Context: an optimization exercise on an open-source flow, tuned for small area, a short achievable clock period and few clock cycles. The choices shown serve that exercise and are no tape-out recipe.
Where RTL was checked, it was by simulation tests only, not by an equivalence proof against the original.
No activity file was given, so power comes from the tool's default toggle rates.

Setup of garnet:
==> flow/design.v <==
package smePkg;
    typedef logic [8-1:0] smeChar;
    typedef logic [5-1:0] smeIndex;
    typedef struct packed {
        smeChar [8-1:0] chars;
        smeChar prevChar;
        smeChar endChar;
        logic atStart;
        logic atEnd;
    } smeWindow;
    typedef struct packed {
        smeChar [8-1:0] core;
        logic [3:0] coreLen;
        logic anchorStart;
        logic anchorEnd;
    } smePattern;
    typedef enum logic [1:0] {
        loadString,
        loadPattern,
        scan,
        result
    } smeState;
endpackage
`timescale 1ns/10ps
module smeTop
(
    input  logic       clk,
    input  logic       reset,
    input  logic [7:0] charData,
    input  logic       isString,
    input  logic       isPattern,
    output logic       valid,
    output logic       match,
    output logic [4:0] matchIndex
);
    localparam int S = 32;
    function automatic logic geConst(input logic [4:0] a, input int b);
        logic r;
        r = 1'b1;
        for (int k = 0; k < 5; k++)
        begin
            if (b[k])
                r = a[k] & r;
            else
                r = a[k] | r;
        end
        geConst = r;
    endfunction
    function automatic logic [4:0] sub5(input logic [4:0] a, input logic [4:0] b);
        logic borrow;
        borrow = 1'b0;
        for (int k = 0; k < 5; k++)
        begin
            sub5[k] = a[k] ^ b[k] ^ borrow;
            borrow = (~a[k] & b[k]) | (~(a[k] ^ b[k]) & borrow);
        end
    endfunction
    function automatic logic [4:0] inc5(input logic [4:0] a);
        logic carry;
        carry = 1'b1;
        for (int k = 0; k < 5; k++)
        begin
            inc5[k] = a[k] ^ carry;
            carry = a[k] & carry;
        end
    endfunction
    function automatic logic [5:0] highest(input logic [S-1:0] v);
        logic [5:0] n1 [16];
        logic [5:0] n2 [8];
        logic [5:0] n3 [4];
        logic [5:0] n4 [2];
        for (int a = 0; a < 16; a++)
            n1[a] = v[2*a+1] ? {1'b1, 4'd0, 1'b1} : {v[2*a], 5'd0};
        for (int a = 0; a < 8; a++)
            n2[a] = n1[2*a+1][5] ? {1'b1, 3'd0, 1'b1, n1[2*a+1][0]} : {n1[2*a][5], 3'd0, 1'b0, n1[2*a][0]};
        for (int a = 0; a < 4; a++)
            n3[a] = n2[2*a+1][5] ? {1'b1, 2'd0, 1'b1, n2[2*a+1][1:0]} : {n2[2*a][5], 2'd0, 1'b0, n2[2*a][1:0]};
        for (int a = 0; a < 2; a++)
            n4[a] = n3[2*a+1][5] ? {1'b1, 1'd0, 1'b1, n3[2*a+1][2:0]} : {n3[2*a][5], 1'd0, 1'b0, n3[2*a][2:0]};
        highest = n4[1][5] ? {1'b1, 1'b1, n4[1][3:0]} : {n4[0][5], 1'b0, n4[0][3:0]};
    endfunction
    logic [7:0] ring [S];
    logic [S-1:0] cand;
    logic isStringQ;
    logic isPatternQ;
    logic [4:0] sPos;
    logic [4:0] snPos;       
    logic [4:0] kPos;
    logic caretQ;        
    logic dollarQ;       
    always_ff @(posedge clk)
    begin
        ring[0] <= isString ? charData : ring[S-1];
        for (int p = 1; p < S; p++)
        begin
            ring[p] <= ring[p-1];
        end
    end
    always_ff @(posedge clk)
    begin
        sPos <= (isString && !isStringQ) ? 5'd0 : inc5(sPos);
        snPos <= isString ? 5'd31 : inc5(snPos);
    end
    logic [S-1:0] inStr;
    logic [S-1:0] isS0;
    logic [S-1:0] isSN;
    logic [S-1:0] kLe;
    always_ff @(posedge clk)
    begin
        inStr[0] <= isString || inStr[S-1];
        for (int p = 1; p < S; p++)
        begin
            inStr[p] <= inStr[p-1] && !(isString && !isStringQ);
        end
    end
    always_comb
    begin
        for (int q = 0; q < S; q++)
        begin
            isS0[q] = (sPos == 5'(q));
            isSN[q] = (snPos == 5'(q));
            kLe[q] = geConst(kPos, q);
        end
    end
    logic isDot;
    logic isCaret;
    logic isDollar;
    logic [S-1:0] eqm;
    logic [S-1:0] sp;
    logic [S-1:0] dl;
    assign isDot = (charData == 8'h2e);
    assign isCaret = (charData == 8'h5e);
    assign isDollar = (charData == 8'h24);
    always_comb
    begin
        for (int q = 0; q < S; q++)
        begin
            eqm[q] = isDot || (ring[q] == charData);
            sp[q] = (ring[q] == 8'h20);
            dl[q] = (ring[q] == 8'h24);
        end
    end
    logic [S-1:0] base;
    logic [S-1:0] startOk;
    always_comb
    begin
        for (int q = 0; q < S; q++)
        begin
            startOk[q] = (sp[q] || isS0[(q+S-1)%S]) && inStr[(q+S-1)%S];
            base[q] = cand[q] && (!dollarQ || (dl[(q+1)%S] && !isSN[(q+1)%S]));
        end
    end
    logic [S-1:0] candX;
    logic [S-1:0] candY;
    logic keepY;
    always_comb
    begin
        for (int q = 0; q < S; q++)
        begin
            if (!isPatternQ)
            begin
                candX[q] = inStr[q];
                candY[q] = startOk[q];
            end
            else if (caretQ)
            begin
                candX[q] = cand[q];
                candY[q] = 1'b0;
            end
            else
            begin
                candX[q] = base[q] && !isSN[q];
                candY[q] = base[q];
            end
        end
        keepY = isPatternQ ? (!caretQ && isDollar) : isCaret;
    end
    always_ff @(posedge clk)
    begin
        cand <= keepY ? candY : (candX & eqm);
        caretQ <= !isPatternQ && isCaret;
        dollarQ <= isPatternQ && !caretQ && isDollar;
        if (isPattern && !isPatternQ)
        begin
            kPos <= isCaret ? inc5(sPos) : sPos;
        end
    end
    logic [S-1:0] fin;
    logic [S-1:0] finLo;
    always_comb
    begin
        for (int q = 0; q < S; q++)
        begin
            fin[q] = cand[q] && (!dollarQ || sp[(q+1)%S] || isSN[(q+1)%S]);
            finLo[q] = fin[q] && kLe[q];
        end
    end
    logic [5:0] hLo;
    logic [5:0] hAll;
    logic [4:0] hitPos;
    logic hitAny;
    logic resPend;
    assign hLo = highest(finLo);
    assign hAll = highest(fin);
    always_ff @(posedge clk or posedge reset)
    begin
        if (reset)
        begin
            isStringQ <= 1'b0;
            isPatternQ <= 1'b0;
            resPend <= 1'b0;
            valid <= 1'b0;
        end
        else
        begin
            isStringQ <= isString;
            isPatternQ <= isPattern;
            resPend <= isPatternQ && !isPattern;
            valid <= resPend;
        end
    end
    always_ff @(posedge clk)
    begin
        hitPos <= hLo[5] ? hLo[4:0] : hAll[4:0];
        hitAny <= hAll[5];
        match <= hitAny;
        matchIndex <= hitAny ? sub5(kPos, hitPos) : 5'd0;
    end
endmodule
clock: 7.0 ns
lec_check: 0
cap_margin: 20
core_margin: 2
core_utilization: 40
cts_buf_list: sky130_fd_sc_hd__clkbuf_4 sky130_fd_sc_hd__clkbuf_8
setup_slack_margin: 4.5
slew_margin: 20
run.sh (not shown) runs the stock make flow with config.mk's settings and CLKGATE_MAP_FILE= SYNTH_SCRIPT=/design/flow/synth_recipe.tcl, a recipe that flattens the netlist after the stock synthesis.
Testbench counts of garnet, summed over its fixed seeds: cycles 6,945.
Changes in pepper relative to garnet:
--- a/flow/design.v
+++ b/flow/design.v
@@ -46,6 +46,15 @@
         end
         geConst = r;
     endfunction
+    function automatic logic gt5(input logic [4:0] a, input logic [4:0] b);
+        logic r;
+        r = 1'b0;
+        for (int k = 0; k < 5; k++)
+        begin
+            r = (a[k] & ~b[k]) | (~(a[k] ^ b[k]) & r);
+        end
+        gt5 = r;
+    endfunction
     function automatic logic [4:0] sub5(input logic [4:0] a, input logic [4:0] b);
         logic borrow;
         borrow = 1'b0;
@@ -101,18 +110,9 @@
         sPos <= (isString && !isStringQ) ? 5'd0 : inc5(sPos);
         snPos <= isString ? 5'd31 : inc5(snPos);
     end
-    logic [S-1:0] inStr;
     logic [S-1:0] isS0;
     logic [S-1:0] isSN;
     logic [S-1:0] kLe;
-    always_ff @(posedge clk)
-    begin
-        inStr[0] <= isString || inStr[S-1];
-        for (int p = 1; p < S; p++)
-        begin
-            inStr[p] <= inStr[p-1] && !(isString && !isStringQ);
-        end
-    end
     always_comb
     begin
         for (int q = 0; q < S; q++)
@@ -146,7 +146,7 @@
     begin
         for (int q = 0; q < S; q++)
         begin
-            startOk[q] = (sp[q] || isS0[(q+S-1)%S]) && inStr[(q+S-1)%S];
+            startOk[q] = sp[q] || isS0[(q+S-1)%S];
             base[q] = cand[q] && (!dollarQ || (dl[(q+1)%S] && !isSN[(q+1)%S]));
         end
     end
@@ -159,7 +159,7 @@
         begin
             if (!isPatternQ)
             begin
-                candX[q] = inStr[q];
+                candX[q] = 1'b1;
                 candY[q] = startOk[q];
             end
             else if (caretQ)
@@ -219,11 +219,15 @@
             valid <= resPend;
         end
     end
+    logic [4:0] hitIdx;
+    logic hitOk;
+    assign hitIdx = sub5(kPos, hitPos);
+    assign hitOk = hitAny && !gt5(hitIdx, sub5(sub5(sPos, snPos), 5'd1));
     always_ff @(posedge clk)
     begin
         hitPos <= hLo[5] ? hLo[4:0] : hAll[4:0];
         hitAny <= hAll[5];
-        match <= hitAny;
-        matchIndex <= hitAny ? sub5(kPos, hitPos) : 5'd0;
+        match <= hitOk;
+        matchIndex <= hitOk ? hitIdx : 5'd0;
     end
 endmodule
Notes after the runs:
No stage failed in pepper, and the final checks on the layout all came back clean.
Number of levels in the clock H-tree came out exactly the same in pepper and garnet.
Fmax: pepper lower than garnet
The depth of the worst register-to-register path of pepper is higher than that of garnet.
From garnet to pepper the numbers moved as follows: first-pass GRT wire length went up; design area went down; slew at the pin closest to its max-slew limit went up; number of sequential storage elements went down.
Compared with garnet, in pepper layout clock buffer count fell 7; area after synthesis fell about 8%.
For pepper, only the layout was checked, not whether the RTL still works.

---

== v6 ==
Starts from the design.v that is shown in full above.
Settings: LEC_CHECK=0, CAP_MARGIN=20, CORE_MARGIN=2, CORE_UTILIZATION=60, CTS_BUF_LIST=sky130_fd_sc_hd__clkbuf_4 sky130_fd_sc_hd__clkbuf_8, CTS_CLUSTER_DIAMETER=60, CTS_CLUSTER_SIZE=14, SETUP_SLACK_MARGIN=4.5, SLEW_MARGIN=20; clock period 7.0 ns.
Testbench counts of v6, summed over its fixed seeds: cycles 6,945.
The inputs of v7 differ from those of v6 as listed below.
--- a/flow/design.v
+++ b/flow/design.v
@@ -45,8 +45,17 @@
                 r = a[k] | r;
         end
         geConst = r;
     endfunction
+    function automatic logic gt5(input logic [4:0] a, input logic [4:0] b);
+        logic r;
+        r = 1'b0;
+        for (int k = 0; k < 5; k++)
+        begin
+            r = (a[k] & ~b[k]) | (~(a[k] ^ b[k]) & r);
+        end
+        gt5 = r;
+    endfunction
     function automatic logic [4:0] sub5(input logic [4:0] a, input logic [4:0] b);
         logic borrow;
         borrow = 1'b0;
         for (int k = 0; k < 5; k++)
@@ -100,20 +109,11 @@
     begin
         sPos <= (isString && !isStringQ) ? 5'd0 : inc5(sPos);
         snPos <= isString ? 5'd31 : inc5(snPos);
     end
-    logic [S-1:0] inStr;
     logic [S-1:0] isS0;
     logic [S-1:0] isSN;
     logic [S-1:0] kLe;
-    always_ff @(posedge clk)
-    begin
-        inStr[0] <= isString || inStr[S-1];
-        for (int p = 1; p < S; p++)
-        begin
-            inStr[p] <= inStr[p-1] && !(isString && !isStringQ);
-        end
-    end
     always_comb
     begin
         for (int q = 0; q < S; q++)
         begin
@@ -124,9 +124,9 @@
     end
     logic isDot;
     logic isCaret;
     logic isDollar;
-    logic [S-1:0] eqm;
+    logic [S-1:0] eq;
     logic [S-1:0] sp;
     logic [S-1:0] dl;
     assign isDot = (charData == 8'h2e);
     assign isCaret = (charData == 8'h5e);
@@ -134,9 +134,9 @@
     always_comb
     begin
         for (int q = 0; q < S; q++)
         begin
-            eqm[q] = isDot || (ring[q] == charData);
+            eq[q] = (ring[q] == charData);
             sp[q] = (ring[q] == 8'h20);
             dl[q] = (ring[q] == 8'h24);
         end
     end
@@ -145,9 +145,9 @@
     always_comb
     begin
         for (int q = 0; q < S; q++)
         begin
-            startOk[q] = (sp[q] || isS0[(q+S-1)%S]) && inStr[(q+S-1)%S];
+            startOk[q] = sp[q] || isS0[(q+S-1)%S];
             base[q] = cand[q] && (!dollarQ || (dl[(q+1)%S] && !isSN[(q+1)%S]));
         end
     end
     logic [S-1:0] candX;
@@ -158,9 +158,9 @@
         for (int q = 0; q < S; q++)
         begin
             if (!isPatternQ)
             begin
-                candX[q] = inStr[q];
+                candX[q] = 1'b1;
                 candY[q] = startOk[q];
             end
             else if (caretQ)
             begin
@@ -174,11 +174,20 @@
             end
         end
         keepY = isPatternQ ? (!caretQ && isDollar) : isCaret;
     end
-    always_ff @(posedge clk)
-    begin
-        cand <= keepY ? candY : (candX & eqm);
+    logic selY;
+    logic selDot;
+    logic selEq;
+    assign selY = keepY;
+    assign selDot = !keepY && isDot;
+    assign selEq = !keepY;
+    always_ff @(posedge clk)
+    begin
+        for (int q = 0; q < S; q++)
+        begin
+            cand[q] <= (selY && candY[q]) || (selDot && candX[q]) || (selEq && candX[q] && eq[q]);
+        end
         caretQ <= !isPatternQ && isCaret;
         dollarQ <= isPatternQ && !caretQ && isDollar;
         if (isPattern && !isPatternQ)
         begin
@@ -218,12 +227,26 @@
             resPend <= isPatternQ && !isPattern;
             valid <= resPend;
         end
     end
+    logic [4:0] nM1;
+    logic [4:0] loPos;
+    logic loLeK;
+    logic [4:0] hitIdx;
+    logic hitOk;
+    assign loPos = sub5(kPos, nM1);
+    assign loLeK = !gt5(loPos, kPos);
+    assign hitIdx = sub5(kPos, hitPos);
+    assign hitOk = hitAny && (loLeK ? (!gt5(loPos, hitPos) && !gt5(hitPos, kPos))
+                                    : (!gt5(loPos, hitPos) || !gt5(hitPos, kPos)));
+    always_ff @(posedge clk)
+    begin
+        nM1 <= sub5(sub5(sPos, snPos), 5'd1);
+    end
     always_ff @(posedge clk)
     begin
         hitPos <= hLo[5] ? hLo[4:0] : hAll[4:0];
         hitAny <= hAll[5];
-        match <= hitAny;
-        matchIndex <= hitAny ? sub5(kPos, hitPos) : 5'd0;
+        match <= hitOk;
+        matchIndex <= hitOk ? hitIdx : 5'd0;
     end
 endmodule
- When the final numbers for v7 and v6 were put side by side, the sequential share of cell area turned out to be greater in v6.
- Area growth from synthesis to layout | v7 above v6
- On area after synthesis, v7 does better than v6.
- v7 reports a higher reported combinational group power than v6 does.
- Diff v6 -> v7: final standard cell utilization of the core climbed 1.2 points, setup fix buffers added after clock tree synthesis climbed about 80%.
The RTL of v7 was laid out without a check of its function.

---

smeTop, a different RTL version from the one above (not shown whole).
For scale: about 19 I/O pins, ~15000 um^2 of cells after synthesis.
==> module smeTop, before the edit <==
module smeTop
(
    input  logic       clk,
    input  logic       reset,
    input  logic [7:0] charData,
    input  logic       isString,
    input  logic       isPattern,
    output logic       valid,
    output logic       match,
    output logic [4:0] matchIndex
);
    localparam int S = 32;
    function automatic logic geConst(input logic [4:0] a, input int b);
        logic r;
        r = 1'b1;
        for (int k = 0; k < 5; k++)
        begin
            if (b[k])
                r = a[k] & r;
            else
                r = a[k] | r;
        end
        geConst = r;
    endfunction
    function automatic logic gt5(input logic [4:0] a, input logic [4:0] b);
        logic r;
        r = 1'b0;
        for (int k = 0; k < 5; k++)
        begin
            r = (a[k] & ~b[k]) | (~(a[k] ^ b[k]) & r);
        end
        gt5 = r;
    endfunction
    function automatic logic [4:0] sub5(input logic [4:0] a, input logic [4:0] b);
        logic borrow;
        borrow = 1'b0;
        for (int k = 0; k < 5; k++)
        begin
            sub5[k] = a[k] ^ b[k] ^ borrow;
            borrow = (~a[k] & b[k]) | (~(a[k] ^ b[k]) & borrow);
        end
    endfunction
    function automatic logic [4:0] inc5(input logic [4:0] a);
        logic carry;
        carry = 1'b1;
        for (int k = 0; k < 5; k++)
        begin
            inc5[k] = a[k] ^ carry;
            carry = a[k] & carry;
        end
    endfunction
    function automatic logic [5:0] highest(input logic [S-1:0] v);
        logic [5:0] n1 [16];
        logic [5:0] n2 [8];
        logic [5:0] n3 [4];
        logic [5:0] n4 [2];
        for (int a = 0; a < 16; a++)
            n1[a] = v[2*a+1] ? {1'b1, 4'd0, 1'b1} : {v[2*a], 5'd0};
        for (int a = 0; a < 8; a++)
            n2[a] = n1[2*a+1][5] ? {1'b1, 3'd0, 1'b1, n1[2*a+1][0]} : {n1[2*a][5], 3'd0, 1'b0, n1[2*a][0]};
        for (int a = 0; a < 4; a++)
            n3[a] = n2[2*a+1][5] ? {1'b1, 2'd0, 1'b1, n2[2*a+1][1:0]} : {n2[2*a][5], 2'd0, 1'b0, n2[2*a][1:0]};
        for (int a = 0; a < 2; a++)
            n4[a] = n3[2*a+1][5] ? {1'b1, 1'd0, 1'b1, n3[2*a+1][2:0]} : {n3[2*a][5], 1'd0, 1'b0, n3[2*a][2:0]};
        highest = n4[1][5] ? {1'b1, 1'b1, n4[1][3:0]} : {n4[0][5], 1'b0, n4[0][3:0]};
    endfunction
    logic [7:0] ring [S];
    logic [S-1:0] cand;
    logic isStringQ;
    logic isPatternQ;
    logic [4:0] sPos;
    logic [4:0] snPos;       
    logic [4:0] kPos;
    logic caretQ;        
    logic dollarQ;       
    always_ff @(posedge clk)
    begin
        ring[0] <= isString ? charData : ring[S-1];
        for (int p = 1; p < S; p++)
        begin
            ring[p] <= ring[p-1];
        end
    end
    always_ff @(posedge clk)
    begin
        sPos <= (isString && !isStringQ) ? 5'd0 : inc5(sPos);
        snPos <= isString ? 5'd31 : inc5(snPos);
    end
    logic [S-1:0] isS0;
    logic [S-1:0] isSN;
    logic [S-1:0] kLe;
    always_comb
    begin
        for (int q = 0; q < S; q++)
        begin
            isS0[q] = (sPos == 5'(q));
            isSN[q] = (snPos == 5'(q));
            kLe[q] = geConst(kPos, q);
        end
    end
    logic isDot;
    logic isCaret;
    logic isDollar;
    logic [S-1:0] eq;
    logic [S-1:0] sp;
    logic [S-1:0] dl;
    assign isDot = (charData == 8'h2e);
    assign isCaret = (charData == 8'h5e);
    assign isDollar = (charData == 8'h24);
    always_comb
    begin
        for (int q = 0; q < S; q++)
        begin
            eq[q] = (ring[q] == charData);
            sp[q] = (ring[q] == 8'h20);
            dl[q] = (ring[q] == 8'h24);
        end
    end
    logic [S-1:0] base;
    logic [S-1:0] startOk;
    always_comb
    begin
        for (int q = 0; q < S; q++)
        begin
            startOk[q] = sp[q] || isS0[(q+S-1)%S];
            base[q] = cand[q] && (!dollarQ || (dl[(q+1)%S] && !isSN[(q+1)%S]));
        end
    end
    logic [S-1:0] candX;
    logic [S-1:0] candY;
    logic keepY;
    always_comb
    begin
        for (int q = 0; q < S; q++)
        begin
            if (!isPatternQ)
            begin
                candX[q] = 1'b1;
                candY[q] = startOk[q];
            end
            else if (caretQ)
            begin
                candX[q] = cand[q];
                candY[q] = 1'b0;
            end
            else
            begin
                candX[q] = base[q] && !isSN[q];
                candY[q] = base[q];
            end
        end
        keepY = isPatternQ ? (!caretQ && isDollar) : isCaret;
    end
    logic selY;
    logic selDot;
    logic selEq;
    assign selY = keepY;
    assign selDot = !keepY && isDot;
    assign selEq = !keepY;
    always_ff @(posedge clk)
    begin
        for (int q = 0; q < S; q++)
        begin
            cand[q] <= (selY && candY[q]) || (selDot && candX[q]) || (selEq && candX[q] && eq[q]);
        end
        caretQ <= !isPatternQ && isCaret;
        dollarQ <= isPatternQ && !caretQ && isDollar;
        if (isPattern && !isPatternQ)
        begin
            kPos <= isCaret ? inc5(sPos) : sPos;
        end
    end
    logic [S-1:0] fin;
    logic [S-1:0] finLo;
    always_comb
    begin
        for (int q = 0; q < S; q++)
        begin
            fin[q] = cand[q] && (!dollarQ || sp[(q+1)%S] || isSN[(q+1)%S]);
            finLo[q] = fin[q] && kLe[q];
        end
    end
    logic [5:0] hLo;
    logic [5:0] hAll;
    logic [4:0] hitPos;
    logic hitAny;
    logic resPend;
    assign hLo = highest(finLo);
    assign hAll = highest(fin);
    always_ff @(posedge clk or posedge reset)
    begin
        if (reset)
        begin
            isStringQ <= 1'b0;
            isPatternQ <= 1'b0;
            resPend <= 1'b0;
            valid <= 1'b0;
        end
        else
        begin
            isStringQ <= isString;
            isPatternQ <= isPattern;
            resPend <= isPatternQ && !isPattern;
            valid <= resPend;
        end
    end
    logic [4:0] loPos;
    logic loLeK;
    logic [4:0] hitIdx;
    logic hitOk;
    always_ff @(posedge clk)
    begin
        loPos <= sub5(kPos, sub5(sub5(sPos, snPos), 5'd1));
        loLeK <= !gt5(sub5(kPos, sub5(sub5(sPos, snPos), 5'd1)), kPos);
    end
    assign hitIdx = sub5(kPos, hitPos);
    assign hitOk = hitAny && (loLeK ? (!gt5(loPos, hitPos) && !gt5(hitPos, kPos))
                                    : (!gt5(loPos, hitPos) || !gt5(hitPos, kPos)));
    always_ff @(posedge clk)
    begin
        hitPos <= hLo[5] ? hLo[4:0] : hAll[4:0];
        hitAny <= hAll[5];
        match <= hitOk;
        matchIndex <= hitOk ? hitIdx : 5'd0;
    end
endmodule
==> flow/config.mk <==
export PLATFORM = sky130hd
export DESIGN_NAME = smeTop
export DESIGN_NICKNAME = smeTop
export VERILOG_FILES = /design/flow/design.v
export SDC_FILE = /design/flow/constraint.sdc
export NUM_CORES = 4
export LEC_CHECK = 0
export CAP_MARGIN = 20
export CORE_MARGIN = 2
export CORE_UTILIZATION = 40
export CTS_BUF_LIST = sky130_fd_sc_hd__clkbuf_4 sky130_fd_sc_hd__clkbuf_8
export SETUP_SLACK_MARGIN = 4.5
export SLEW_MARGIN = 20
==> flow/constraint.sdc <==
create_clock -name core_clock -period 7.0 [get_ports {clk}]
set_input_delay 1.4000 -clock core_clock [delete_from_list [all_inputs] [get_ports {clk}]]
set_output_delay 1.4000 -clock core_clock [all_outputs]
set_load 0.01 [all_outputs]
==> next run, changes <==
--- a/flow/design.v
+++ b/flow/design.v
@@ -63,8 +63,17 @@
             sub5[k] = a[k] ^ b[k] ^ borrow;
             borrow = (~a[k] & b[k]) | (~(a[k] ^ b[k]) & borrow);
         end
     endfunction
+    function automatic logic [4:0] add5(input logic [4:0] a, input logic [4:0] b);
+        logic carry;
+        carry = 1'b0;
+        for (int k = 0; k < 5; k++)
+        begin
+            add5[k] = a[k] ^ b[k] ^ carry;
+            carry = (a[k] & b[k]) | ((a[k] ^ b[k]) & carry);
+        end
+    endfunction
     function automatic logic [4:0] inc5(input logic [4:0] a);
         logic carry;
         carry = 1'b1;
         for (int k = 0; k < 5; k++)
@@ -88,8 +97,9 @@
             n4[a] = n3[2*a+1][5] ? {1'b1, 1'd0, 1'b1, n3[2*a+1][2:0]} : {n3[2*a][5], 1'd0, 1'b0, n3[2*a][2:0]};
         highest = n4[1][5] ? {1'b1, 1'b1, n4[1][3:0]} : {n4[0][5], 1'b0, n4[0][3:0]};
     endfunction
     logic [7:0] ring [S];
+    logic [S-1:0] ringSp;    
     logic [S-1:0] cand;
     logic isStringQ;
     logic isPatternQ;
     logic [4:0] sPos;
@@ -99,11 +109,13 @@
     logic dollarQ;       
     always_ff @(posedge clk)
     begin
         ring[0] <= isString ? charData : ring[S-1];
+        ringSp[0] <= isString ? (charData == 8'h20) : ringSp[S-1];
         for (int p = 1; p < S; p++)
         begin
             ring[p] <= ring[p-1];
+            ringSp[p] <= ringSp[p-1];
         end
     end
     always_ff @(posedge clk)
     begin
@@ -118,9 +130,9 @@
         for (int q = 0; q < S; q++)
         begin
             isS0[q] = (sPos == 5'(q));
             isSN[q] = (snPos == 5'(q));
-            kLe[q] = geConst(kPos, q);
+            kLe[q] = (kPos[4:3] > 2'(q / 8)) || ((kPos[4:3] == 2'(q / 8)) && (kPos[2:0] >= 3'(q % 8)));
         end
     end
     logic isDot;
     logic isCaret;
@@ -135,9 +147,9 @@
     begin
         for (int q = 0; q < S; q++)
         begin
             eq[q] = (ring[q] == charData);
-            sp[q] = (ring[q] == 8'h20);
+            sp[q] = ringSp[q];
             dl[q] = (ring[q] == 8'h24);
         end
     end
     logic [S-1:0] base;
@@ -231,12 +243,14 @@
     logic [4:0] loPos;
     logic loLeK;
     logic [4:0] hitIdx;
     logic hitOk;
-    always_ff @(posedge clk)
-    begin
-        loPos <= sub5(kPos, sub5(sub5(sPos, snPos), 5'd1));
-        loLeK <= !gt5(sub5(kPos, sub5(sub5(sPos, snPos), 5'd1)), kPos);
+    logic [4:0] nM1;
+    always_ff @(posedge clk)
+    begin
+        nM1 <= add5(sPos, ~snPos);
+        loPos <= sub5(kPos, nM1);
+        loLeK <= !gt5(nM1, kPos);
     end
     assign hitIdx = sub5(kPos, hitPos);
     assign hitOk = hitAny && (loLeK ? (!gt5(loPos, hitPos) && !gt5(hitPos, kPos))
                                     : (!gt5(loPos, hitPos) || !gt5(hitPos, kPos)));
Result:
- The changed run finished clean
- maximum frequency goes up by a quarter to a third
- worst setup slack improves by 0.67 ns
- via count goes down by a few percent
- core utilization goes up by 1.9 points
- global-route usage goes down by 1.2 points
- synthesized cell count goes down by a few percent
- routed wire length goes down by a few percent
- clock skew goes up by 0.019 ns
- non-clock buffer count goes up by 31
- sequential power goes up by roughly a tenth
- clock-buffer cell count goes up by 10
- design area goes up by a little under a tenth
- total power goes up slightly
- clock power goes up by a few percent
No run of this note included a check of the RTL's function; only the layout flow was run.

-- re-timing with driven ports --
The results above use ideal ports. As a check the final layouts listed here were re-extracted and re-timed, cells and wires unchanged. Step 1 sets driving cells, clkbuf_16 on the clock port and buf_2 on the other inputs (assumed; they add their load-dependent delay and slew). Step 2 moves the port delays by t, midway between the first and last clock arrival at a register: inputs arrive t later, outputs are due t later. That takes back most of the time a late clock gives input paths. a / b / c = no drivers / after step 1 / after step 2; a / b = the first two.
run	t, ns	slack for setup (ns)	hold WS [ns]	clock arrival spread, ns	slew at the worst register clock pin (ns)
garnet	0.685	4.420 / 4.419 / 3.882	0.352 / 0.352 / 0.352	0.030 / 0.029	0.07 / 0.07
pepper	0.653	4.018 / 4.018 / 3.459	0.353 / 0.353 / 0.353	0.044 / 0.044	0.07 / 0.07
v6	0.674	4.328 / 4.328 / 3.863	0.359 / 0.359 / 0.359	0.031 / 0.032	0.11 / 0.11
v7	0.649	3.961 / 3.961 / 3.835	0.369 / 0.369 / 0.369	0.031 / 0.032	0.10 / 0.10
the first run of note 3	0.652	3.595 / 3.595 / 3.595	0.354 / 0.354 / 0.354	0.033 / 0.032	0.07 / 0.07
the second run of note 3	0.659	4.270 / 4.270 / 3.654	0.351 / 0.351 / 0.351	0.049 / 0.049	0.07 / 0.07
After both steps setup and hold are still met in every run listed. The setup slack of the second run of note 3, which loses most, moves by 0.000 ns with the drivers and by -0.616 ns with both steps.
